What follows belongs to an exercise in optimizing a design on an open flow for small area; a production flow would make more cautious choices. Only simulation tests tie the RTL to the original design; equivalence was not proved. Power and IR drop assume default switching activity. No driver is modelled on the clock port, so clocking that relies on it looks cheaper here than on a real chip.

Design dmem_responder, start of the top module:
module dmem_responder (
  input  logic        clk,
  input  logic        reset,
  input  logic        req_valid,
  input  logic        req_we,
  input  logic [31:0] req_addr,
  input  logic [31:0] req_wdata,
  output logic        req_ready,
  output logic        rsp_valid,
  output logic [31:0] rsp_rdata,
  output logic        rsp_err,
  output logic        busy,
  input  logic [3:0]  sw_in,
  output logic [31:0] hex_out
);
Settings: LEC_CHECK=0, CAP_MARGIN=0, CORE_MARGIN=2, CORE_UTILIZATION=65, CTS_BUF_LIST=sky130_fd_sc_hd__clkbuf_8, SLEW_MARGIN=0, SYNTH_HIERARCHICAL=1; clock period 5.5 ns.
run.sh (not shown) runs the stock make flow with config.mk's settings and CLKGATE_MAP_FILE= SYNTH_SCRIPT=/design/flow/synth_recipe.tcl, a recipe that flattens the netlist after the stock synthesis.
The starting point finished with timing, DRC and antenna clean.
==> next run, changes <==
--- a/flow/config.mk
+++ b/flow/config.mk
@@ -10,2 +10,5 @@
-export CORE_UTILIZATION = 65
-export CTS_BUF_LIST = sky130_fd_sc_hd__clkbuf_8
+export CORE_UTILIZATION = 80
+export CTS_BUF_LIST = sky130_fd_sc_hd__clkbuf_16
+export CTS_CLUSTER_DIAMETER = 100
+export CTS_CLUSTER_SIZE = 24
+export PLACE_DENSITY = 0.88
Effect:
- design area went down by about 5.5%
- combinational power rises by about 4%
- setup slack is worse by 79 ps
- area after synthesis does not change
==> next run, changes <==
==> flow/flow/run.sh (new file) <==
#!/bin/bash
# Standard ORFS layout (the standard.sh, unchanged synthesis), with two
# changes: clock tree synthesis without dummy loads, and the port buffers
# made with buf_1 instead of the default cell. Each tool's output goes to
# its own log here.
set -euo pipefail
CTS="-sink_clustering_enable -repair_clock_nets -sink_clustering_size 24 -sink_clustering_max_diameter 100 -buf_list sky130_fd_sc_hd__clkbuf_16 -dont_use_dummy_load"
bash standard.sh synth > log_synth.txt 2>&1
bash standard.sh floorplan > log_floorplan.txt 2>&1
BUFFER_PORTS_ARGS="-buffer_cell sky130_fd_sc_hd__buf_1" bash standard.sh place > log_place.txt 2>&1
CTS_ARGS="$CTS" bash standard.sh cts > log_cts.txt 2>&1
bash standard.sh finish > log_finish.txt 2>&1
==> flow/standard.sh (new file) <==
#!/bin/bash
# synth_recipe.tcl (not shown) runs the flow's synth.tcl, then flattens the netlist and writes it again
# the make line also repeats each setting of config.mk as NAME=value (left out here)
make -C /OpenROAD-flow-scripts/flow DESIGN_CONFIG=/design/flow/config.mk WORK_HOME=/design/flow/orfs CLKGATE_MAP_FILE= SYNTH_SCRIPT=/design/flow/synth_recipe.tcl "${@:-finish}"
--- a/flow/config.mk
+++ b/flow/config.mk
@@ -10 +10 @@
-export CORE_UTILIZATION = 80
+export CORE_UTILIZATION = 65
@@ -14 +13,0 @@
-export PLACE_DENSITY = 0.88
removed: flow/run.sh
The new run completed with no timing, DRC or antenna violations.
Setup slack improves by 190 ps.
Total power went down by 3.1%.
Clock skew went up by 4.0 ps.
Global-route usage fell by 12 points.
Maximum frequency is higher by 4.4%.
Count of clock-buffer cells in the layout goes down by 4.
Non-clock buffer count is lower by 9.
Wire length drops by 9.6%.
Flip-flop and latch count is unchanged.
==> next run, changes <==
==> flow/run.sh (new file) <==
#!/bin/bash
# synth_recipe.tcl (not shown) runs the flow's synth.tcl, then flattens the netlist and writes it again
# the make line also repeats each setting of config.mk as NAME=value (left out here)
make -C /OpenROAD-flow-scripts/flow DESIGN_CONFIG=/design/flow/config.mk WORK_HOME=/design/flow/orfs CLKGATE_MAP_FILE= SYNTH_SCRIPT=/design/flow/synth_recipe.tcl finish
removed: flow/flow/run.sh
removed: flow/standard.sh
The changed run produced a clean layout.
Via count stays flat.
First-iteration DRC count falls by 5.4%.
Synthesized area stays the same.
Total power rises by 2.2%.


Starting RTL as in the previous note.
Settings: LEC_CHECK=0, CAP_MARGIN=20, CORE_MARGIN=2, CORE_UTILIZATION=65, SLEW_MARGIN=20, SYNTH_HIERARCHICAL=1; clock period 5.5 ns.
Stock flow here: none of the scripts above is used.
Rerun with:
==> flow/flow/run.sh (new file) <==
#!/bin/bash
# Standard ORFS layout (the standard.sh, unchanged synthesis), with two
# changes: clock tree synthesis without dummy loads, and the port buffers
# made with buf_1 instead of the default cell. Each tool's output goes to
# its own log here.
set -euo pipefail
CTS="-sink_clustering_enable -repair_clock_nets -sink_clustering_size 30 -sink_clustering_max_diameter 70 -buf_list sky130_fd_sc_hd__clkbuf_16 -dont_use_dummy_load"
bash standard.sh synth > log_synth.txt 2>&1
bash standard.sh floorplan > log_floorplan.txt 2>&1
BUFFER_PORTS_ARGS="-buffer_cell sky130_fd_sc_hd__buf_1" bash standard.sh place > log_place.txt 2>&1
CTS_ARGS="$CTS" bash standard.sh cts > log_cts.txt 2>&1
bash standard.sh finish > log_finish.txt 2>&1
==> flow/standard.sh (new file) <==
#!/bin/bash
# synth_recipe.tcl (not shown) runs the flow's synth.tcl, then flattens the netlist and writes it again
# the make line also repeats each setting of config.mk as NAME=value (left out here)
make -C /OpenROAD-flow-scripts/flow DESIGN_CONFIG=/design/flow/config.mk WORK_HOME=/design/flow/orfs CLKGATE_MAP_FILE= SYNTH_SCRIPT=/design/flow/synth_recipe.tcl "${@:-finish}"
--- a/flow/config.mk
+++ b/flow/config.mk
@@ -6,7 +6,10 @@
 export NUM_CORES = 4
 export LEC_CHECK = 0
-export CAP_MARGIN = 20
+export CAP_MARGIN = 0
 export CORE_MARGIN = 2
 export CORE_UTILIZATION = 65
-export SLEW_MARGIN = 20
+export CTS_BUF_LIST = sky130_fd_sc_hd__clkbuf_16
+export CTS_CLUSTER_DIAMETER = 100
+export CTS_CLUSTER_SIZE = 24
+export SLEW_MARGIN = 0
 export SYNTH_HIERARCHICAL = 1
removed: flow/run.sh
After rerunning: Final area goes down by 7.8%. Via count is lower by 3.4%. Flip-flop and latch count stays the same. Synthesized cell count does not change. Die area stays the same. Power goes down by 20%. Fmax is about the same. First-iteration DRC count decreases by 2.4%. Non-clock buffer count goes down by 13. Clock-buffer cell count goes down by 192.

[separate check: timing with driven ports]
No port has a modelled driver above. Below, the same layouts with a new extraction and two added sets of constraints.
Step 1, drivers: a clkbuf_16 drives clk and a buf_2 each remaining input, both assumed.
Step 2, shift: input delay + t, output delay - t, t = (earliest + latest rising clock arrival at the registers) / 2. This alone moves slack from input paths to output paths.
a / b / c = ideal / step 1 / step 2; a / b = the first two.
run | t (ns) | setup slack, ns | latest minus earliest clock arrival (ns)
the first run of note 1 | 1.016 | 1.045 / 0.975 / 0.329 | 0.094 / 0.093
the second run of note 1 | 0.746 | 0.966 / 1.004 / 0.258 | 0.053 / 0.052
the third run of note 1 | 0.724 | 1.158 / 1.158 / 0.550 | 0.060 / 0.060
the fourth run of note 1 | 0.744 | 1.082 / 1.128 / 0.384 | 0.043 / 0.044
the first run of note 2 | 0.855 | 1.163 / 1.157 / 0.354 | 0.026 / 0.026
the second run of note 2 | 0.720 | 1.172 / 1.172 / 0.543 | 0.063 / 0.063
After both steps setup and hold are still met in every run listed. The setup slack of the first run of note 2, which loses most, moves by -0.006 ns with the drivers and by -0.809 ns with both steps.
